This is an optimization exercise on Yosys and OpenROAD, whose aim is small area, a short achievable clock period and few clock cycles, not a production implementation. In this exercise RTL edits were held to simulation tests only and were not proved equivalent to the original. Power is estimated from default activity; no workload was simulated.

==> flow/run.sh <==
#!/bin/bash
# synth_recipe.tcl (not shown) runs the flow's synth.tcl, then flattens the netlist and writes it again
# the make line also repeats each setting of config.mk as NAME=value (left out here)
make -C /OpenROAD-flow-scripts/flow DESIGN_CONFIG=/design/flow/config.mk WORK_HOME=/design/flow/orfs CLKGATE_MAP_FILE= SYNTH_SCRIPT=/design/flow/synth_recipe.tcl finish
==> flow/config.mk <==
export PLATFORM = sky130hd
export DESIGN_NAME = matrix_mac_top
export DESIGN_NICKNAME = matrix_mac_top
export VERILOG_FILES = /design/flow/design.v
export SDC_FILE = /design/flow/constraint.sdc
export NUM_CORES = 4
export LEC_CHECK = 0
export CAP_MARGIN = 20
export CORE_MARGIN = 2
export CORE_UTILIZATION = 40
export SETUP_SLACK_MARGIN = 1.5
export SLEW_MARGIN = 20
==> flow/constraint.sdc <==
create_clock -name core_clock -period 8.0 [get_ports {dca_port_11}]
set_input_delay 1.6000 -clock core_clock [delete_from_list [all_inputs] [get_ports {dca_port_11}]]
set_output_delay 1.6000 -clock core_clock [all_outputs]
set_load 0.01 [all_outputs]
==> flow/design.v <==
`timescale 1ns/1ns
package mac_pkg;
  typedef enum logic [1:0] {
    OP_ADD   = 2'd0,
    OP_SUB   = 2'd1,
    OP_EWMUL = 2'd2,
    OP_OUTER = 2'd3
  } op_e;
  localparam int STEP_W = 4;
endpackage
`timescale 1ns/1ns
module mac_inst_reg
#(
  parameter int MATRIX_DIM = 4
)
(
  input  logic                                 dca_port_11,
  input  logic                                 dca_port_17,
  input  logic                                 i_load,
  input  logic [1:0]                           i_opcode,
  input  logic                                 i_init_acc,
  input  logic [MATRIX_DIM-1:0]                i_row_mask,
  input  logic [MATRIX_DIM-1:0]                i_col_mask,
  output logic [1:0]                           o_inst_opcode,
  output logic                                 o_inst_init_acc,
  output logic [MATRIX_DIM*MATRIX_DIM-1:0]     o_inst_elem_en
);
  localparam int NUM_ELEM = MATRIX_DIM * MATRIX_DIM;
  logic [NUM_ELEM-1:0] elem_en_nxt;
  always_comb
  begin
    for (int r = 0; r < MATRIX_DIM; r++)
      for (int c = 0; c < MATRIX_DIM; c++)
        elem_en_nxt[r*MATRIX_DIM + c] = i_row_mask[r] & i_col_mask[c];
  end
  always_ff @(posedge dca_port_11 or negedge dca_port_17)
  begin
    if (!dca_port_17)
    begin
      o_inst_opcode   <= mac_pkg::OP_ADD;
      o_inst_init_acc <= 1'b0;
      o_inst_elem_en  <= '0;
    end
    else if (i_load)
    begin
      o_inst_opcode   <= i_opcode;
      o_inst_init_acc <= i_init_acc;
      o_inst_elem_en  <= elem_en_nxt;
    end
  end
endmodule
`timescale 1ns/1ns
module mac_seq
(
  input  logic                       dca_port_11,
  input  logic                       dca_port_17,
  input  logic                       i_start,
  input  logic                       i_clear,
  input  logic [1:0]                 i_opcode,
  input  logic [mac_pkg::STEP_W-1:0] i_steps,
  output logic                       o_run,
  output logic                       o_first,
  output logic                       o_done
);
  logic [mac_pkg::STEP_W-1:0] remain;
  logic [mac_pkg::STEP_W-1:0] remain_nxt;
  always_comb
  begin
    remain_nxt = i_steps - 1'b1;
    if ((i_opcode != mac_pkg::OP_OUTER) || (i_steps == '0))
      remain_nxt = '0;
  end
  always_ff @(posedge dca_port_11 or negedge dca_port_17)
  begin
    if (!dca_port_17)
    begin
      o_run   <= 1'b0;
      o_first <= 1'b0;
      o_done  <= 1'b0;
      remain  <= '0;
    end
    else if (!o_run)
    begin
      o_done <= 1'b0;
      if (i_start && !i_clear)
      begin
        o_run   <= 1'b1;
        o_first <= 1'b1;
        remain  <= remain_nxt;
      end
    end
    else
    begin
      o_first <= 1'b0;
      remain  <= remain - 1'b1;
      if (i_clear || (remain == '0))
        o_run <= 1'b0;
      o_done <= !i_clear && (remain == '0);
    end
  end
endmodule
`timescale 1ns/1ns
module mac_lane
#(
  parameter int ELEM_W = 16
)
(
  input  logic              dca_port_11,
  input  logic              dca_port_17,
  input  logic              i_outer,
  input  logic              i_g_outer,
  input  logic              i_g_ewmul,
  input  logic              i_g_addsub,
  input  logic              i_keep,
  input  logic              i_sub,
  input  logic              i_cin,
  input  logic [ELEM_W-1:0] i_l_rc,
  input  logic [ELEM_W-1:0] i_r_rc,
  input  logic [ELEM_W-1:0] i_l_r0,
  input  logic [ELEM_W-1:0] i_r_0c,
  output logic [ELEM_W-1:0] o_val
);
  logic [ELEM_W-2:0] bank_s;
  logic [ELEM_W-1:0] bank_k;
  logic              top_a;
  logic              top_b;
  logic [ELEM_W-1:0] op_a;
  logic [ELEM_W-1:0] op_b;
  logic [ELEM_W-1:0] op_s;
  logic [ELEM_W-1:0] op_k;
  logic              op_t;
  logic [ELEM_W-2:0] row0;
  logic [ELEM_W-2:0] row1;
  logic [ELEM_W-2:0] nxt_s;
  logic [ELEM_W-1:0] nxt_k;
  logic              nxt_a;
  logic              nxt_b;
  logic pp1;
  logic pp2;
  logic pp3;
  logic pp4;
  logic pp5;
  logic pp6;
  logic pp7;
  logic pp8;
  logic pp9;
  logic pp10;
  logic pp11;
  logic pp12;
  logic pp13;
  logic pp14;
  logic pp15;
  logic pp16;
  logic pp17;
  logic pp18;
  logic pp19;
  logic pp20;
  logic pp21;
  logic pp22;
  logic pp23;
  logic pp24;
  logic pp25;
  logic pp26;
  logic pp27;
  logic pp28;
  logic pp29;
  logic pp30;
  logic pp31;
  logic pp32;
  logic pp33;
  logic pp34;
  logic pp35;
  logic pp36;
  logic pp37;
  logic pp38;
  logic pp39;
  logic pp40;
  logic pp41;
  logic pp42;
  logic pp43;
  logic pp44;
  logic pp45;
  logic pp46;
  logic pp47;
  logic pp48;
  logic pp49;
  logic pp50;
  logic pp51;
  logic pp52;
  logic pp53;
  logic pp54;
  logic pp55;
  logic pp56;
  logic pp57;
  logic pp58;
  logic pp59;
  logic pp60;
  logic pp61;
  logic pp62;
  logic pp63;
  logic pp64;
  logic pp65;
  logic pp66;
  logic pp67;
  logic pp68;
  logic pp69;
  logic pp70;
  logic pp71;
  logic pp72;
  logic pp73;
  logic pp74;
  logic pp75;
  logic pp76;
  logic pp77;
  logic pp78;
  logic pp79;
  logic pp80;
  logic pp81;
  logic pp82;
  logic pp83;
  logic pp84;
  logic pp85;
  logic pp86;
  logic pp87;
  logic pp88;
  logic pp89;
  logic pp90;
  logic pp91;
  logic pp92;
  logic pp93;
  logic pp94;
  logic pp95;
  logic pp96;
  logic pp97;
  logic pp98;
  logic pp99;
  logic pp100;
  logic pp101;
  logic pp102;
  logic pp103;
  logic pp104;
  logic pp105;
  logic pp106;
  logic pp107;
  logic pp108;
  logic pp109;
  logic pp110;
  logic pp111;
  logic pp112;
  logic pp113;
  logic pp114;
  logic pp115;
  logic pp116;
  logic pp117;
  logic pp118;
  logic pp119;
  logic pp120;
  logic pp121;
  logic pp122;
  logic pp123;
  logic pp124;
  logic pp125;
  logic pp126;
  logic pp127;
  logic pp128;
  logic pp129;
  logic pp130;
  logic pp131;
  logic pp132;
  logic pp133;
  logic pp134;
  logic pp135;
  logic pp136;
  logic s137;
  logic c138;
  logic s139;
  logic c140;
  logic s141;
  logic c142;
  logic s143;
  logic c144;
  logic s145;
  logic c146;
  logic s147;
  logic c148;
  logic s149;
  logic c150;
  logic s151;
  logic c152;
  logic s153;
  logic c154;
  logic s155;
  logic c156;
  logic s157;
  logic c158;
  logic s159;
  logic c160;
  logic s161;
  logic c162;
  logic s163;
  logic c164;
  logic s165;
  logic c166;
  logic s167;
  logic c168;
  logic s169;
  logic c170;
  logic s171;
  logic c172;
  logic s173;
  logic c174;
  logic s175;
  logic c176;
  logic s177;
  logic c178;
  logic s179;
  logic c180;
  logic s181;
  logic c182;
  logic s183;
  logic c184;
  logic s185;
  logic c186;
  logic s187;
  logic c188;
  logic s189;
  logic c190;
  logic s191;
  logic c192;
  logic s193;
  logic c194;
  logic s195;
  logic c196;
  logic s197;
  logic c198;
  logic s199;
  logic c200;
  logic s201;
  logic c202;
  logic s203;
  logic c204;
  logic s205;
  logic c206;
  logic s207;
  logic c208;
  logic s209;
  logic c210;
  logic s211;
  logic c212;
  logic s213;
  logic c214;
  logic s215;
  logic c216;
  logic s217;
  logic c218;
  logic s219;
  logic c220;
  logic s221;
  logic c222;
  logic s223;
  logic c224;
  logic s225;
  logic c226;
  logic s227;
  logic c228;
  logic s229;
  logic c230;
  logic s231;
  logic c232;
  logic s233;
  logic c234;
  logic s235;
  logic c236;
  logic s237;
  logic c238;
  logic s239;
  logic c240;
  logic s241;
  logic c242;
  logic s243;
  logic c244;
  logic s245;
  logic c246;
  logic s247;
  logic c248;
  logic s249;
  logic c250;
  logic s251;
  logic c252;
  logic s253;
  logic c254;
  logic s255;
  logic c256;
  logic s257;
  logic c258;
  logic s259;
  logic c260;
  logic s261;
  logic c262;
  logic s263;
  logic c264;
  logic s265;
  logic c266;
  logic s267;
  logic c268;
  logic s269;
  logic c270;
  logic s271;
  logic c272;
  logic s273;
  logic c274;
  logic s275;
  logic c276;
  logic s277;
  logic c278;
  logic s279;
  logic c280;
  logic s281;
  logic c282;
  logic s283;
  logic c284;
  logic s285;
  logic c286;
  logic s287;
  logic c288;
  logic s289;
  logic c290;
  logic s291;
  logic c292;
  logic s293;
  logic c294;
  logic s295;
  logic c296;
  logic s297;
  logic c298;
  logic s299;
  logic c300;
  logic s301;
  logic c302;
  logic s303;
  logic c304;
  logic s305;
  logic c306;
  logic s307;
  logic c308;
  logic s309;
  logic c310;
  logic s311;
  logic c312;
  logic s313;
  logic c314;
  logic s315;
  logic c316;
  logic s317;
  logic c318;
  logic s319;
  logic c320;
  logic s321;
  logic c322;
  logic s323;
  logic c324;
  logic s325;
  logic c326;
  logic s327;
  logic c328;
  logic s329;
  logic c330;
  logic s331;
  logic c332;
  logic s333;
  logic c334;
  logic s335;
  logic c336;
  logic s337;
  logic c338;
  logic s339;
  logic c340;
  logic s341;
  logic c342;
  logic s343;
  logic c344;
  logic s345;
  logic c346;
  logic s347;
  logic c348;
  logic s349;
  logic c350;
  assign op_a = i_outer ? i_l_r0 : i_l_rc;
  assign op_b = (i_r_0c & {ELEM_W{i_g_outer}}) | (i_r_rc & {ELEM_W{i_g_ewmul}}) |
                {{(ELEM_W-1){1'b0}}, i_g_addsub};
  assign op_s = ({top_a, bank_s} & {ELEM_W{i_keep}}) |
                ((i_r_rc ^ {ELEM_W{i_sub}}) & {ELEM_W{i_g_addsub}});
  assign op_k = bank_k & {ELEM_W{i_keep}};
  assign op_t = top_b & i_keep;
  assign pp1 = op_a[0] & op_b[0];
  assign pp2 = op_a[1] & op_b[0];
  assign pp3 = op_a[2] & op_b[0];
  assign pp4 = op_a[3] & op_b[0];
  assign pp5 = op_a[4] & op_b[0];
  assign pp6 = op_a[5] & op_b[0];
  assign pp7 = op_a[6] & op_b[0];
  assign pp8 = op_a[7] & op_b[0];
  assign pp9 = op_a[8] & op_b[0];
  assign pp10 = op_a[9] & op_b[0];
  assign pp11 = op_a[10] & op_b[0];
  assign pp12 = op_a[11] & op_b[0];
  assign pp13 = op_a[12] & op_b[0];
  assign pp14 = op_a[13] & op_b[0];
  assign pp15 = op_a[14] & op_b[0];
  assign pp16 = op_a[15] & op_b[0];
  assign pp17 = op_a[0] & op_b[1];
  assign pp18 = op_a[1] & op_b[1];
  assign pp19 = op_a[2] & op_b[1];
  assign pp20 = op_a[3] & op_b[1];
  assign pp21 = op_a[4] & op_b[1];
  assign pp22 = op_a[5] & op_b[1];
  assign pp23 = op_a[6] & op_b[1];
  assign pp24 = op_a[7] & op_b[1];
  assign pp25 = op_a[8] & op_b[1];
  assign pp26 = op_a[9] & op_b[1];
  assign pp27 = op_a[10] & op_b[1];
  assign pp28 = op_a[11] & op_b[1];
  assign pp29 = op_a[12] & op_b[1];
  assign pp30 = op_a[13] & op_b[1];
  assign pp31 = op_a[14] & op_b[1];
  assign pp32 = op_a[0] & op_b[2];
  assign pp33 = op_a[1] & op_b[2];
  assign pp34 = op_a[2] & op_b[2];
  assign pp35 = op_a[3] & op_b[2];
  assign pp36 = op_a[4] & op_b[2];
  assign pp37 = op_a[5] & op_b[2];
  assign pp38 = op_a[6] & op_b[2];
  assign pp39 = op_a[7] & op_b[2];
  assign pp40 = op_a[8] & op_b[2];
  assign pp41 = op_a[9] & op_b[2];
  assign pp42 = op_a[10] & op_b[2];
  assign pp43 = op_a[11] & op_b[2];
  assign pp44 = op_a[12] & op_b[2];
  assign pp45 = op_a[13] & op_b[2];
  assign pp46 = op_a[0] & op_b[3];
  assign pp47 = op_a[1] & op_b[3];
  assign pp48 = op_a[2] & op_b[3];
  assign pp49 = op_a[3] & op_b[3];
  assign pp50 = op_a[4] & op_b[3];
  assign pp51 = op_a[5] & op_b[3];
  assign pp52 = op_a[6] & op_b[3];
  assign pp53 = op_a[7] & op_b[3];
  assign pp54 = op_a[8] & op_b[3];
  assign pp55 = op_a[9] & op_b[3];
  assign pp56 = op_a[10] & op_b[3];
  assign pp57 = op_a[11] & op_b[3];
  assign pp58 = op_a[12] & op_b[3];
  assign pp59 = op_a[0] & op_b[4];
  assign pp60 = op_a[1] & op_b[4];
  assign pp61 = op_a[2] & op_b[4];
  assign pp62 = op_a[3] & op_b[4];
  assign pp63 = op_a[4] & op_b[4];
  assign pp64 = op_a[5] & op_b[4];
  assign pp65 = op_a[6] & op_b[4];
  assign pp66 = op_a[7] & op_b[4];
  assign pp67 = op_a[8] & op_b[4];
  assign pp68 = op_a[9] & op_b[4];
  assign pp69 = op_a[10] & op_b[4];
  assign pp70 = op_a[11] & op_b[4];
  assign pp71 = op_a[0] & op_b[5];
  assign pp72 = op_a[1] & op_b[5];
  assign pp73 = op_a[2] & op_b[5];
  assign pp74 = op_a[3] & op_b[5];
  assign pp75 = op_a[4] & op_b[5];
  assign pp76 = op_a[5] & op_b[5];
  assign pp77 = op_a[6] & op_b[5];
  assign pp78 = op_a[7] & op_b[5];
  assign pp79 = op_a[8] & op_b[5];
  assign pp80 = op_a[9] & op_b[5];
  assign pp81 = op_a[10] & op_b[5];
  assign pp82 = op_a[0] & op_b[6];
  assign pp83 = op_a[1] & op_b[6];
  assign pp84 = op_a[2] & op_b[6];
  assign pp85 = op_a[3] & op_b[6];
  assign pp86 = op_a[4] & op_b[6];
  assign pp87 = op_a[5] & op_b[6];
  assign pp88 = op_a[6] & op_b[6];
  assign pp89 = op_a[7] & op_b[6];
  assign pp90 = op_a[8] & op_b[6];
  assign pp91 = op_a[9] & op_b[6];
  assign pp92 = op_a[0] & op_b[7];
  assign pp93 = op_a[1] & op_b[7];
  assign pp94 = op_a[2] & op_b[7];
  assign pp95 = op_a[3] & op_b[7];
  assign pp96 = op_a[4] & op_b[7];
  assign pp97 = op_a[5] & op_b[7];
  assign pp98 = op_a[6] & op_b[7];
  assign pp99 = op_a[7] & op_b[7];
  assign pp100 = op_a[8] & op_b[7];
  assign pp101 = op_a[0] & op_b[8];
  assign pp102 = op_a[1] & op_b[8];
  assign pp103 = op_a[2] & op_b[8];
  assign pp104 = op_a[3] & op_b[8];
  assign pp105 = op_a[4] & op_b[8];
  assign pp106 = op_a[5] & op_b[8];
  assign pp107 = op_a[6] & op_b[8];
  assign pp108 = op_a[7] & op_b[8];
  assign pp109 = op_a[0] & op_b[9];
  assign pp110 = op_a[1] & op_b[9];
  assign pp111 = op_a[2] & op_b[9];
  assign pp112 = op_a[3] & op_b[9];
  assign pp113 = op_a[4] & op_b[9];
  assign pp114 = op_a[5] & op_b[9];
  assign pp115 = op_a[6] & op_b[9];
  assign pp116 = op_a[0] & op_b[10];
  assign pp117 = op_a[1] & op_b[10];
  assign pp118 = op_a[2] & op_b[10];
  assign pp119 = op_a[3] & op_b[10];
  assign pp120 = op_a[4] & op_b[10];
  assign pp121 = op_a[5] & op_b[10];
  assign pp122 = op_a[0] & op_b[11];
  assign pp123 = op_a[1] & op_b[11];
  assign pp124 = op_a[2] & op_b[11];
  assign pp125 = op_a[3] & op_b[11];
  assign pp126 = op_a[4] & op_b[11];
  assign pp127 = op_a[0] & op_b[12];
  assign pp128 = op_a[1] & op_b[12];
  assign pp129 = op_a[2] & op_b[12];
  assign pp130 = op_a[3] & op_b[12];
  assign pp131 = op_a[0] & op_b[13];
  assign pp132 = op_a[1] & op_b[13];
  assign pp133 = op_a[2] & op_b[13];
  assign pp134 = op_a[0] & op_b[14];
  assign pp135 = op_a[1] & op_b[14];
  assign pp136 = op_a[0] & op_b[15];
  assign s137 = pp13 ^ pp28 ^ pp42;
  assign c138 = (pp13 & pp28) | (pp13 & pp42) | (pp28 & pp42);
  assign s139 = pp14 ^ pp29 ^ pp43;
  assign c140 = (pp14 & pp29) | (pp14 & pp43) | (pp29 & pp43);
  assign s141 = pp56 ^ pp68;
  assign c142 = pp56 & pp68;
  assign s143 = pp15 ^ pp30 ^ pp44;
  assign c144 = (pp15 & pp30) | (pp15 & pp44) | (pp30 & pp44);
  assign s145 = pp57 ^ pp69 ^ pp80;
  assign c146 = (pp57 & pp69) | (pp57 & pp80) | (pp69 & pp80);
  assign s147 = pp90 ^ pp99;
  assign c148 = pp90 & pp99;
  assign s149 = pp9 ^ pp24 ^ pp38;
  assign c150 = (pp9 & pp24) | (pp9 & pp38) | (pp24 & pp38);
  assign s151 = pp10 ^ pp25 ^ pp39;
  assign c152 = (pp10 & pp25) | (pp10 & pp39) | (pp25 & pp39);
  assign s153 = pp52 ^ pp64;
  assign c154 = pp52 & pp64;
  assign s155 = pp11 ^ pp26 ^ pp40;
  assign c156 = (pp11 & pp26) | (pp11 & pp40) | (pp26 & pp40);
  assign s157 = pp53 ^ pp65 ^ pp76;
  assign c158 = (pp53 & pp65) | (pp53 & pp76) | (pp65 & pp76);
  assign s159 = pp86 ^ pp95;
  assign c160 = pp86 & pp95;
  assign s161 = pp12 ^ pp27 ^ pp41;
  assign c162 = (pp12 & pp27) | (pp12 & pp41) | (pp27 & pp41);
  assign s163 = pp54 ^ pp66 ^ pp77;
  assign c164 = (pp54 & pp66) | (pp54 & pp77) | (pp66 & pp77);
  assign s165 = pp87 ^ pp96 ^ pp104;
  assign c166 = (pp87 & pp96) | (pp87 & pp104) | (pp96 & pp104);
  assign s167 = pp111 ^ pp117;
  assign c168 = pp111 & pp117;
  assign s169 = pp55 ^ pp67 ^ pp78;
  assign c170 = (pp55 & pp67) | (pp55 & pp78) | (pp67 & pp78);
  assign s171 = pp88 ^ pp97 ^ pp105;
  assign c172 = (pp88 & pp97) | (pp88 & pp105) | (pp97 & pp105);
  assign s173 = pp112 ^ pp118 ^ pp123;
  assign c174 = (pp112 & pp118) | (pp112 & pp123) | (pp118 & pp123);
  assign s175 = pp127 ^ op_s[12] ^ op_k[12];
  assign c176 = (pp127 & op_s[12]) | (pp127 & op_k[12]) | (op_s[12] & op_k[12]);
  assign s177 = pp79 ^ pp89 ^ pp98;
  assign c178 = (pp79 & pp89) | (pp79 & pp98) | (pp89 & pp98);
  assign s179 = pp106 ^ pp113 ^ pp119;
  assign c180 = (pp106 & pp113) | (pp106 & pp119) | (pp113 & pp119);
  assign s181 = pp124 ^ pp128 ^ pp131;
  assign c182 = (pp124 & pp128) | (pp124 & pp131) | (pp128 & pp131);
  assign s183 = op_s[13] ^ s139 ^ s141;
  assign c184 = (op_s[13] & s139) | (op_s[13] & s141) | (s139 & s141);
  assign s185 = pp107 ^ pp114 ^ pp120;
  assign c186 = (pp107 & pp114) | (pp107 & pp120) | (pp114 & pp120);
  assign s187 = pp125 ^ pp129 ^ pp132;
  assign c188 = (pp125 & pp129) | (pp125 & pp132) | (pp129 & pp132);
  assign s189 = pp134 ^ op_s[14] ^ s143;
  assign c190 = (pp134 & op_s[14]) | (pp134 & s143) | (op_s[14] & s143);
  assign s191 = s145 ^ s147 ^ c140;
  assign c192 = (s145 & s147) | (s145 & c140) | (s147 & c140);
  assign s193 = pp5 ^ pp20;
  assign c194 = pp5 & pp20;
  assign s195 = pp6 ^ pp21 ^ pp35;
  assign c196 = (pp6 & pp21) | (pp6 & pp35) | (pp21 & pp35);
  assign s197 = pp7 ^ pp22 ^ pp36;
  assign c198 = (pp7 & pp22) | (pp7 & pp36) | (pp22 & pp36);
  assign s199 = pp49 ^ pp61;
  assign c200 = pp49 & pp61;
  assign s201 = pp8 ^ pp23 ^ pp37;
  assign c202 = (pp8 & pp23) | (pp8 & pp37) | (pp23 & pp37);
  assign s203 = pp50 ^ pp62 ^ pp73;
  assign c204 = (pp50 & pp62) | (pp50 & pp73) | (pp62 & pp73);
  assign s205 = pp83 ^ pp92;
  assign c206 = pp83 & pp92;
  assign s207 = pp51 ^ pp63 ^ pp74;
  assign c208 = (pp51 & pp63) | (pp51 & pp74) | (pp63 & pp74);
  assign s209 = pp84 ^ pp93 ^ pp101;
  assign c210 = (pp84 & pp93) | (pp84 & pp101) | (pp93 & pp101);
  assign s211 = op_s[8] ^ op_k[8] ^ s149;
  assign c212 = (op_s[8] & op_k[8]) | (op_s[8] & s149) | (op_k[8] & s149);
  assign s213 = pp75 ^ pp85 ^ pp94;
  assign c214 = (pp75 & pp85) | (pp75 & pp94) | (pp85 & pp94);
  assign s215 = pp102 ^ pp109 ^ op_s[9];
  assign c216 = (pp102 & pp109) | (pp102 & op_s[9]) | (pp109 & op_s[9]);
  assign s217 = s151 ^ s153 ^ c150;
  assign c218 = (s151 & s153) | (s151 & c150) | (s153 & c150);
  assign s219 = pp103 ^ pp110 ^ pp116;
  assign c220 = (pp103 & pp110) | (pp103 & pp116) | (pp110 & pp116);
  assign s221 = op_s[10] ^ s155 ^ s157;
  assign c222 = (op_s[10] & s155) | (op_s[10] & s157) | (s155 & s157);
  assign s223 = s159 ^ c152 ^ c154;
  assign c224 = (s159 & c152) | (s159 & c154) | (c152 & c154);
  assign s225 = pp122 ^ op_s[11] ^ s161;
  assign c226 = (pp122 & op_s[11]) | (pp122 & s161) | (op_s[11] & s161);
  assign s227 = s163 ^ s165 ^ s167;
  assign c228 = (s163 & s165) | (s163 & s167) | (s165 & s167);
  assign s229 = c156 ^ c158 ^ c160;
  assign c230 = (c156 & c158) | (c156 & c160) | (c158 & c160);
  assign s231 = s137 ^ s169 ^ s171;
  assign c232 = (s137 & s169) | (s137 & s171) | (s169 & s171);
  assign s233 = s173 ^ s175 ^ c162;
  assign c234 = (s173 & s175) | (s173 & c162) | (s175 & c162);
  assign s235 = c164 ^ c166 ^ c168;
  assign c236 = (c164 & c166) | (c164 & c168) | (c166 & c168);
  assign s237 = c138 ^ s177 ^ s179;
  assign c238 = (c138 & s177) | (c138 & s179) | (s177 & s179);
  assign s239 = s181 ^ s183 ^ c170;
  assign c240 = (s181 & s183) | (s181 & c170) | (s183 & c170);
  assign s241 = c172 ^ c174 ^ c176;
  assign c242 = (c172 & c174) | (c172 & c176) | (c174 & c176);
  assign s243 = c142 ^ s185 ^ s187;
  assign c244 = (c142 & s185) | (c142 & s187) | (s185 & s187);
  assign s245 = s189 ^ s191 ^ c178;
  assign c246 = (s189 & s191) | (s189 & c178) | (s191 & c178);
  assign s247 = c180 ^ c182 ^ c184;
  assign c248 = (c180 & c182) | (c180 & c184) | (c182 & c184);
  assign s249 = pp4 ^ pp19;
  assign c250 = pp4 & pp19;
  assign s251 = pp34 ^ pp47 ^ pp59;
  assign c252 = (pp34 & pp47) | (pp34 & pp59) | (pp47 & pp59);
  assign s253 = op_s[4] ^ op_k[4];
  assign c254 = op_s[4] & op_k[4];
  assign s255 = pp48 ^ pp60 ^ pp71;
  assign c256 = (pp48 & pp60) | (pp48 & pp71) | (pp60 & pp71);
  assign s257 = op_s[5] ^ s195 ^ c194;
  assign c258 = (op_s[5] & s195) | (op_s[5] & c194) | (s195 & c194);
  assign s259 = pp72 ^ pp82 ^ op_s[6];
  assign c260 = (pp72 & pp82) | (pp72 & op_s[6]) | (pp82 & op_s[6]);
  assign s261 = s197 ^ s199 ^ c196;
  assign c262 = (s197 & s199) | (s197 & c196) | (s199 & c196);
  assign s263 = op_s[7] ^ s201 ^ s203;
  assign c264 = (op_s[7] & s201) | (op_s[7] & s203) | (s201 & s203);
  assign s265 = s205 ^ c198 ^ c200;
  assign c266 = (s205 & c198) | (s205 & c200) | (c198 & c200);
  assign s267 = s207 ^ s209 ^ s211;
  assign c268 = (s207 & s209) | (s207 & s211) | (s209 & s211);
  assign s269 = c202 ^ c204 ^ c206;
  assign c270 = (c202 & c204) | (c202 & c206) | (c204 & c206);
  assign s271 = s213 ^ s215 ^ s217;
  assign c272 = (s213 & s215) | (s213 & s217) | (s215 & s217);
  assign s273 = c208 ^ c210 ^ c212;
  assign c274 = (c208 & c210) | (c208 & c212) | (c210 & c212);
  assign s275 = s219 ^ s221 ^ s223;
  assign c276 = (s219 & s221) | (s219 & s223) | (s221 & s223);
  assign s277 = c214 ^ c216 ^ c218;
  assign c278 = (c214 & c216) | (c214 & c218) | (c216 & c218);
  assign s279 = s225 ^ s227 ^ s229;
  assign c280 = (s225 & s227) | (s225 & s229) | (s227 & s229);
  assign s281 = c220 ^ c222 ^ c224;
  assign c282 = (c220 & c222) | (c220 & c224) | (c222 & c224);
  assign s283 = s231 ^ s233 ^ s235;
  assign c284 = (s231 & s233) | (s231 & s235) | (s233 & s235);
  assign s285 = c226 ^ c228 ^ c230;
  assign c286 = (c226 & c228) | (c226 & c230) | (c228 & c230);
  assign s287 = s237 ^ s239 ^ s241;
  assign c288 = (s237 & s239) | (s237 & s241) | (s239 & s241);
  assign s289 = c232 ^ c234 ^ c236;
  assign c290 = (c232 & c234) | (c232 & c236) | (c234 & c236);
  assign s291 = s243 ^ s245 ^ s247;
  assign c292 = (s243 & s245) | (s243 & s247) | (s245 & s247);
  assign s293 = c238 ^ c240 ^ c242;
  assign c294 = (c238 & c240) | (c238 & c242) | (c240 & c242);
  assign s295 = pp3 ^ pp18;
  assign c296 = pp3 & pp18;
  assign s297 = pp33 ^ pp46 ^ op_s[3];
  assign c298 = (pp33 & pp46) | (pp33 & op_s[3]) | (pp46 & op_s[3]);
  assign s299 = s193 ^ s251 ^ s253;
  assign c300 = (s193 & s251) | (s193 & s253) | (s251 & s253);
  assign s301 = s255 ^ s257 ^ c252;
  assign c302 = (s255 & s257) | (s255 & c252) | (s257 & c252);
  assign s303 = s259 ^ s261 ^ c256;
  assign c304 = (s259 & s261) | (s259 & c256) | (s261 & c256);
  assign s305 = s263 ^ s265 ^ c260;
  assign c306 = (s263 & s265) | (s263 & c260) | (s265 & c260);
  assign s307 = s267 ^ s269 ^ c264;
  assign c308 = (s267 & s269) | (s267 & c264) | (s269 & c264);
  assign s309 = s271 ^ s273 ^ c268;
  assign c310 = (s271 & s273) | (s271 & c268) | (s273 & c268);
  assign s311 = s275 ^ s277 ^ c272;
  assign c312 = (s275 & s277) | (s275 & c272) | (s277 & c272);
  assign s313 = s279 ^ s281 ^ c276;
  assign c314 = (s279 & s281) | (s279 & c276) | (s281 & c276);
  assign s315 = s283 ^ s285 ^ c280;
  assign c316 = (s283 & s285) | (s283 & c280) | (s285 & c280);
  assign s317 = s287 ^ s289 ^ c284;
  assign c318 = (s287 & s289) | (s287 & c284) | (s289 & c284);
  assign s319 = s291 ^ s293 ^ c288;
  assign c320 = (s291 & s293) | (s291 & c288) | (s293 & c288);
  assign s321 = pp1 ^ op_s[0];
  assign c322 = pp1 & op_s[0];
  assign s323 = pp2 ^ pp17 ^ op_s[1];
  assign c324 = (pp2 & pp17) | (pp2 & op_s[1]) | (pp17 & op_s[1]);
  assign s325 = pp32 ^ op_s[2] ^ s295;
  assign c326 = (pp32 & op_s[2]) | (pp32 & s295) | (op_s[2] & s295);
  assign s327 = s249 ^ s297 ^ c296;
  assign c328 = (s249 & s297) | (s249 & c296) | (s297 & c296);
  assign s329 = c250 ^ s299 ^ c298;
  assign c330 = (c250 & s299) | (c250 & c298) | (s299 & c298);
  assign s331 = c254 ^ s301 ^ c300;
  assign c332 = (c254 & s301) | (c254 & c300) | (s301 & c300);
  assign s333 = c258 ^ s303 ^ c302;
  assign c334 = (c258 & s303) | (c258 & c302) | (s303 & c302);
  assign s335 = c262 ^ s305 ^ c304;
  assign c336 = (c262 & s305) | (c262 & c304) | (s305 & c304);
  assign s337 = c266 ^ s307 ^ c306;
  assign c338 = (c266 & s307) | (c266 & c306) | (s307 & c306);
  assign s339 = c270 ^ s309 ^ c308;
  assign c340 = (c270 & s309) | (c270 & c308) | (s309 & c308);
  assign s341 = c274 ^ s311 ^ c310;
  assign c342 = (c274 & s311) | (c274 & c310) | (s311 & c310);
  assign s343 = c278 ^ s313 ^ c312;
  assign c344 = (c278 & s313) | (c278 & c312) | (s313 & c312);
  assign s345 = c282 ^ s315 ^ c314;
  assign c346 = (c282 & s315) | (c282 & c314) | (s315 & c314);
  assign s347 = c286 ^ s317 ^ c316;
  assign c348 = (c286 & s317) | (c286 & c316) | (s317 & c316);
  assign s349 = c290 ^ s319 ^ c318;
  assign c350 = (c290 & s319) | (c290 & c318) | (s319 & c318);
  logic c_top;
  assign row0 = {s349, s347, s345, s343, s341, s339, s337, s335, s333, s331, s329, s327, s325, s323, i_cin};
  assign row1 = {c348, c346, c344, c342, c340, c338, c336, c334, c332, c330, c328, c326, c324, c322, s321};
  assign {nxt_k[4], nxt_s[3:0]} = row0[3:0] + row1[3:0];
  assign {nxt_k[8], nxt_s[7:4]} = row0[7:4] + row1[7:4];
  assign {nxt_k[12], nxt_s[11:8]} = row0[11:8] + row1[11:8];
  assign {c_top, nxt_s[14:12]} = row0[14:12] + row1[14:12];
  assign nxt_k[0] = 1'b0;
  assign nxt_k[1] = 1'b0;
  assign nxt_k[2] = 1'b0;
  assign nxt_k[3] = 1'b0;
  assign nxt_k[5] = 1'b0;
  assign nxt_k[6] = 1'b0;
  assign nxt_k[7] = 1'b0;
  assign nxt_k[9] = 1'b0;
  assign nxt_k[10] = 1'b0;
  assign nxt_k[11] = 1'b0;
  assign nxt_k[13] = 1'b0;
  assign nxt_k[14] = 1'b0;
  assign nxt_k[15] = 1'b0;
  assign nxt_a = pp16 ^ pp31 ^ pp45 ^ pp58 ^ pp70 ^ pp81 ^ pp91 ^ pp100 ^ pp108 ^ pp115 ^ pp121 ^ pp126 ^ pp130 ^ pp133 ^ pp135 ^ pp136 ^ op_s[15] ^ op_t;
  assign nxt_b = c144 ^ c146 ^ c148 ^ c186 ^ c188 ^ c190 ^ c192 ^ c244 ^ c246 ^ c248 ^ c292 ^ c294 ^ c320 ^ c350 ^ c_top;
  always_ff @(posedge dca_port_11 or negedge dca_port_17)
  begin
    if (!dca_port_17)
    begin
      bank_s <= '0;
      bank_k <= '0;
      top_a  <= 1'b0;
      top_b  <= 1'b0;
    end
    else
    begin
      bank_s <= nxt_s;
      bank_k <= nxt_k;
      top_a  <= nxt_a;
      top_b  <= nxt_b;
    end
  end
  assign o_val = {top_a ^ top_b, bank_s} + bank_k;
endmodule
`timescale 1ns/1ns
module mac_datapath
#(
  parameter int MATRIX_DIM = 4,
  parameter int ELEM_W     = 16
)
(
  input  logic                                    dca_port_11,
  input  logic                                    dca_port_17,
  input  logic                                    i_run,
  input  logic [MATRIX_DIM*MATRIX_DIM-1:0]        i_elem_en,
  input  logic [1:0]                              i_op,
  input  logic                                    i_acc,
  input  logic [MATRIX_DIM*MATRIX_DIM*ELEM_W-1:0] i_lhs,
  input  logic [MATRIX_DIM*MATRIX_DIM*ELEM_W-1:0] i_rhs,
  output logic [MATRIX_DIM*MATRIX_DIM*ELEM_W-1:0] o_result
);
  logic outer;
  logic ewmul;
  logic addsub;
  logic sub;
  assign outer  = (i_op == mac_pkg::OP_OUTER);
  assign ewmul  = (i_op == mac_pkg::OP_EWMUL);
  assign addsub = (i_op == mac_pkg::OP_ADD) || (i_op == mac_pkg::OP_SUB);
  assign sub    = (i_op == mac_pkg::OP_SUB);
  for (genvar r = 0; r < MATRIX_DIM; r++)
  begin : g_row
    for (genvar c = 0; c < MATRIX_DIM; c++)
    begin : g_col
      localparam int IDX = r*MATRIX_DIM + c;
      logic we;
      assign we = i_run & i_elem_en[IDX];
      mac_lane #(.ELEM_W(ELEM_W)) mac_lane_i
      (
        .dca_port_11 (dca_port_11),
        .dca_port_17 (dca_port_17),
        .i_outer     (outer),
        .i_g_outer   (we & outer),
        .i_g_ewmul   (we & ewmul),
        .i_g_addsub  (we & addsub),
        .i_keep      (!we || (outer && i_acc)),
        .i_sub       (sub),
        .i_cin       (we & sub),
        .i_l_rc      (i_lhs[IDX*ELEM_W +: ELEM_W]),
        .i_r_rc      (i_rhs[IDX*ELEM_W +: ELEM_W]),
        .i_l_r0      (i_lhs[(r*MATRIX_DIM)*ELEM_W +: ELEM_W]),
        .i_r_0c      (i_rhs[c*ELEM_W +: ELEM_W]),
        .o_val       (o_result[IDX*ELEM_W +: ELEM_W])
      );
    end
  end
endmodule
`timescale 1ns/1ns
`timescale 1ns/1ns
module matrix_mac_top
#(
  parameter int MATRIX_DIM = 4,
  parameter int ELEM_W     = 16
)
(
  input  logic                                    dca_port_11,
  input  logic                                    dca_port_17,
  input  logic                                    i_start,
  input  logic                                    i_clear,
  input  logic [1:0]                              i_opcode,
  input  logic                                    i_init_acc,
  input  logic [MATRIX_DIM-1:0]                   i_row_mask,
  input  logic [MATRIX_DIM-1:0]                   i_col_mask,
  input  logic [mac_pkg::STEP_W-1:0]              i_steps,
  input  logic [MATRIX_DIM*MATRIX_DIM*ELEM_W-1:0] i_lhs,
  input  logic [MATRIX_DIM*MATRIX_DIM*ELEM_W-1:0] i_rhs,
  output logic                                    o_busy,
  output logic                                    o_step_req,
  output logic                                    o_done,
  output logic [MATRIX_DIM*MATRIX_DIM*ELEM_W-1:0] o_result
);
  logic                             run;
  logic                             first;
  logic [1:0]                       inst_opcode;
  logic                             inst_init_acc;
  logic [MATRIX_DIM*MATRIX_DIM-1:0] inst_elem_en;
  mac_seq mac_seq_i
  (
    .dca_port_11 (dca_port_11),
    .dca_port_17 (dca_port_17),
    .i_start     (i_start),
    .i_clear     (i_clear),
    .i_opcode    (i_opcode),
    .i_steps     (i_steps),
    .o_run       (run),
    .o_first     (first),
    .o_done      (o_done)
  );
  mac_inst_reg #(.MATRIX_DIM(MATRIX_DIM)) mac_inst_reg_i
  (
    .dca_port_11     (dca_port_11),
    .dca_port_17     (dca_port_17),
    .i_load          (!run),
    .i_opcode        (i_opcode),
    .i_init_acc      (i_init_acc),
    .i_row_mask      (i_row_mask),
    .i_col_mask      (i_col_mask),
    .o_inst_opcode   (inst_opcode),
    .o_inst_init_acc (inst_init_acc),
    .o_inst_elem_en  (inst_elem_en)
  );
  mac_datapath #(.MATRIX_DIM(MATRIX_DIM), .ELEM_W(ELEM_W)) mac_datapath_i
  (
    .dca_port_11 (dca_port_11),
    .dca_port_17 (dca_port_17),
    .i_run       (run),
    .i_elem_en   (inst_elem_en),
    .i_op        (inst_opcode),
    .i_acc       (!(first && inst_init_acc)),
    .i_lhs       (i_lhs),
    .i_rhs       (i_rhs),
    .o_result    (o_result)
  );
  assign o_busy     = run;
  assign o_step_req = run;
endmodule
==> results.yml <==
run_status:
  outcome: "complete, no violations"
grt:
  track_usage_pct: 34.8
  grt_pass1_wl_um: 543000
  grt_overflow: 0
  antenna_found_initial: 63
  grt_max_degree: 99
  first_global_vias: 77100
synthesis:
  ys_ff_latch: 346
  ys_warn_count: 3
  synth_simple_gate_area_share_pct: 16.4
  synth_fp_nets: 12200
  synth_cell_type_count: 58
  synthMuxAreaShare_pct: 0.315
  synth_top_family_by_area: "adder cells"
  synth_cells: 9589
  synth-xor-area-share_pct: 10.8
  syn_area_sq_um: 85300
  yosysSeqAreaShare_pct: 10.2
  synthFlopType: "dfrtp_1"
  synth_compound_area_share_pct: 8.44
  async_reset_ff_share_pct: 100
  syn_avg_cell_area_sq_um: 8.89
  synth_enable_flop_cells: 0
  synth_adder_area_share_pct: 44.5
die:
  initial_core_util_pct: 40.2
  die_h_um: 466
  rows: 169
  core_sq_um: 212000
  ios: 790
  dieWidth_um: 466
  die_area_sq_um: 217000
cells_and_area:
  syn_to_final_growth_pct: 18.7
  fillCellCount: 20500
  fin_cells: 13400
  num-nets-final: 13100
  post_route_cells_drive_above_1_share_pct: 8.19
  design_area_sq_um: 101000
routing:
  dr.pass1.iters: 27
  num_vias: 72500
  drt_iter0_drc: 6792
  drt-vias-per-instance: 5.41
  ant_nets: 0
  drc: 0
  avgRoutedWirePerCell_um: 28.2
  wirelength_um: 378000
clock_tree:
  cts-root-buf: "clkbuf_16"
  clk_pin_slew_ns: 0.07
  clock-sinks: 346
  cts_htree_levels: 2
  cts_tree: "built"
  clock_latency_ns: 0.74
  cts_made_buffers: 57
  cts_buffer_depth: 3
place:
  place_area_sq_um: 98100
  place_inst: 13200
  numPortBuffers: 789
  globalplace.congestion: 1.08
  dp_hpwl_um: 315000
timing:
  maxSlewViolCount: 0
  slew_headroom_pct: 28.6
  final.min_clock_period_ns: 6.45
  skew_ns: 0.0238
  setup-tns-final_ns: 0
  rsz0062_at_grt: "yes"
  timing.final.crit_share_pct: 80.7
  worst_pin_slew_ns: 1.07
  fmax_mhz: 155
  finalSetupViolations: 0
  hold_viol: 0
worst_setup_path:
  critPathRequiredTime_ns: 8.66
  start_kind: "input pin"
  worstSetupEndpointType: "flip-flop"
  critPathArrivalTime_ns: 7.12
  path_max_fanout: 4
  critPathKind: "input pin to flip-flop"
pwr:
  power.density_nw_per_um2: 194
  peakVddDrop_mv: 0.218
  power.leakage_uw: 0.0458
flow_run:
  max_cap_viol_count: 0
worst_hold_path:
  hp-class: "flip-flop to flip-flop"
flip-flops by register name, summed over array words and instances (netlist names):
| register | cells |
|---|---|
| mac_inst_reg_i.o_inst_init_acc | 1 |
| mac_datapath_i.g_row.g_col.mac_lane_i.top_a | 16 |
| mac_inst_reg_i.o_inst_opcode | 2 |
| mac_seq_i.remain | 4 |
| mac_datapath_i.g_row.g_col.mac_lane_i.top_b | 16 |
| mac_datapath_i.g_row.g_col.mac_lane_i.bank_s | 240 |
| mac_inst_reg_i.o_inst_elem_en | 16 |
| mac_seq_i.o_first | 1 |
| mac_seq_i.o_done | 1 |
| mac_seq_i.o_run | 1 |
| mac_datapath_i.g_row.g_col.mac_lane_i.bank_k | 48 |
cell usage in the layout, fill, tap and decap left out, types with 28 or more instances in the layout:
cell type	instances
a21o_1	206
a21oi_1	223
a21oi_2	73
a22o_1	43
a22oi_1	120
and2_1	278
and3_1	128
buf_4	464
clkbuf_16	60
clkdlybuf4s50_1	759
dfrtp_1	343
diode_2	49
fa_1	1584
ha_1	498
inv_1	1543
nand2_1	898
nand2b_1	202
nand3_1	182
nor2_1	985
nor2b_1	164
nor3_1	28
o21a_1	53
o21ai_0	193
o21ai_1	54
or2_2	55
xnor2_1	683
xor2_1	301
metrics by stage:
stage / util, % / hold slack [ns] / worst slack (ns) / power, uW
after global routing: 47.7 / 0.526 / 1.41 / 21100
after floorplan: - / 0.458 / 1.51 / 11300
after global placement: 46.2 / 0.481 / 0.261 / 16300
final: 47.7 / 0.499 / 1.55 / 19600
after detailed placement: 46.2 / 0.485 / 0.296 / 16500
after CTS: 47.3 / 0.500 / 1.47 / 19600
worst max-delay path, stage by stage:
cell	delay [ns]
clkdlybuf4s50_1	0.72
and2_2	0.49
o21ai_0	0.48
nor2_1	0.11
fa_1	0.50
inv_1	0.07
fa_1	0.58
fa_1	0.47
fa_1	0.51
fa_1	0.56
inv_1	0.06
ha_1	0.27
a21o_1	0.17
a21oi_1	0.21
xnor2_1	0.16
xnor2_1	0.14
power breakdown:
part	leakage [uW]	switching [uW]	internal, uW	total [uW]
Sequential	0.00426	932	2530	3460
Clock	0.000995	1160	1700	2860
Combinational	0.0405	7460	5820	13300
Total	0.0458	9550	10000	19600
synthesized netlist by cell type (21+ instances only):
master / count / area (sq um)
a21boi_0: 21 / 158
a21o_1: 208 / 1560
a21oi_1: 280 / 1400
a21oi_2: 32 / 280
a22o_1: 43 / 377
a22oi_1: 120 / 901
and2_1: 291 / 1820
and3_1: 156 / 976
buf_2: 109 / 546
buf_4: 96 / 721
clkbuf_1: 201 / 754
dfrtp_1: 346 / 8660
fa_1: 1584 / 31700
ha_1: 498 / 6230
inv_1: 1545 / 5800
nand2_1: 906 / 3400
nand2b_1: 202 / 1260
nand3_1: 186 / 931
nor2_1: 988 / 3710
nor2b_1: 166 / 1040
nor3_1: 28 / 140
o21a_1: 62 / 465
o21ai_0: 207 / 1040
o21ai_1: 51 / 255
or2_2: 56 / 350
xnor2_1: 683 / 5980
xnor3_1: 25 / 563
xor2_1: 301 / 2640
final cells by class:
class	instances	area [sq um]	area share, %
inverter	1545	5800	5.73
timing repair buffer	1277	11900	11.7
clock buffer	76	1620	1.60
tap	2821	3530	3.49
multi-input combinational	7256	69200	68.4
clock inverter	31	398	0.393
antenna	49	123	0.121
sequential	346	8670	8.57
per-layer routing:
metal / up-vias / routed length (um) / global-route usage (%)
li1: 31200 / - / -
met1: 37000 / 149000 / 45.3
met2: 3523 / 167000 / 53.4
met3: 723 / 36100 / 8.05
met4: 20 / 24900 / 19.7
met5: - / 123 / 0
logic make-up after synthesis:
| group | count (synthesis) |
|---|---|
| AOI/OAI and AO/OA | 1114 |
| xor gates and xnor gates | 1009 |
| adders and majority gates | 2082 |
| and+or+nand+nor | 3025 |
| DFF | 346 |
| buffers and inverters | 1987 |
| muxes | 26 |
worst paths after layout:
path	slack (ns)	to	startpoint	cells past startpoint
setup reg to reg	1.65	mac_datapath_i.g_row[0].g_col[1].mac_lane_i.top_b	mac_inst_reg_i.o_inst_opcode[0]	18
hold / removal	0.50	mac_inst_reg_i.o_inst_init_acc	mac_inst_reg_i.o_inst_init_acc	1
max in group asynchronous	5.70	mac_inst_reg_i.o_inst_opcode[1]	dca_port_17	2
min in group asynchronous	0.89	asynchronous set/reset pin	dca_port_17	1
setup / recovery	1.55	mac_datapath_i.g_row[1].g_col[1].mac_lane_i.top_b	i_rhs[29]	16
hold reg to reg	0.50	mac_inst_reg_i.o_inst_init_acc	mac_inst_reg_i.o_inst_init_acc	1
timing repair:
item                                    4_1_cts  5_1_grt
cloned                                        0        1
gates resized for setup                      63      178
buffers inserted                              9       18
pin swaps                                     1       11
endpoints found under the hold margin         0        0
endpoints found under the setup margin       37       40
hold buffers                                  0        0
Testbench counts, summed over its fixed seeds: cycles 7,501.

[re-timing with driven ports]
How much do the figures lean on ideal ports? The routed layout below was timed once more, with nothing changed but the port constraints.
Step 1 assumes that a clkbuf_16 drives the clock port and a buf_2 every other input.
Step 2 adds t to the input delays and takes it off the output delays; t is the mean of the earliest and latest rising clock arrival at the registers after step 1. Input paths then give back, and output paths get back, about the clock's delay inside the block.
a / b / c = ideal ports / drivers / drivers and shift; a / b = the first two.
t, ns: 0.822
slack for setup (ns): 1.547 / 1.613 / 0.791
hold slack, ns: 0.499 / 0.499 / 0.499
worst setup path after step 2: input to register
After both steps this run still meets setup and hold. The setup slack of this run moves by +0.066 ns with the drivers and by -0.756 ns with both steps.
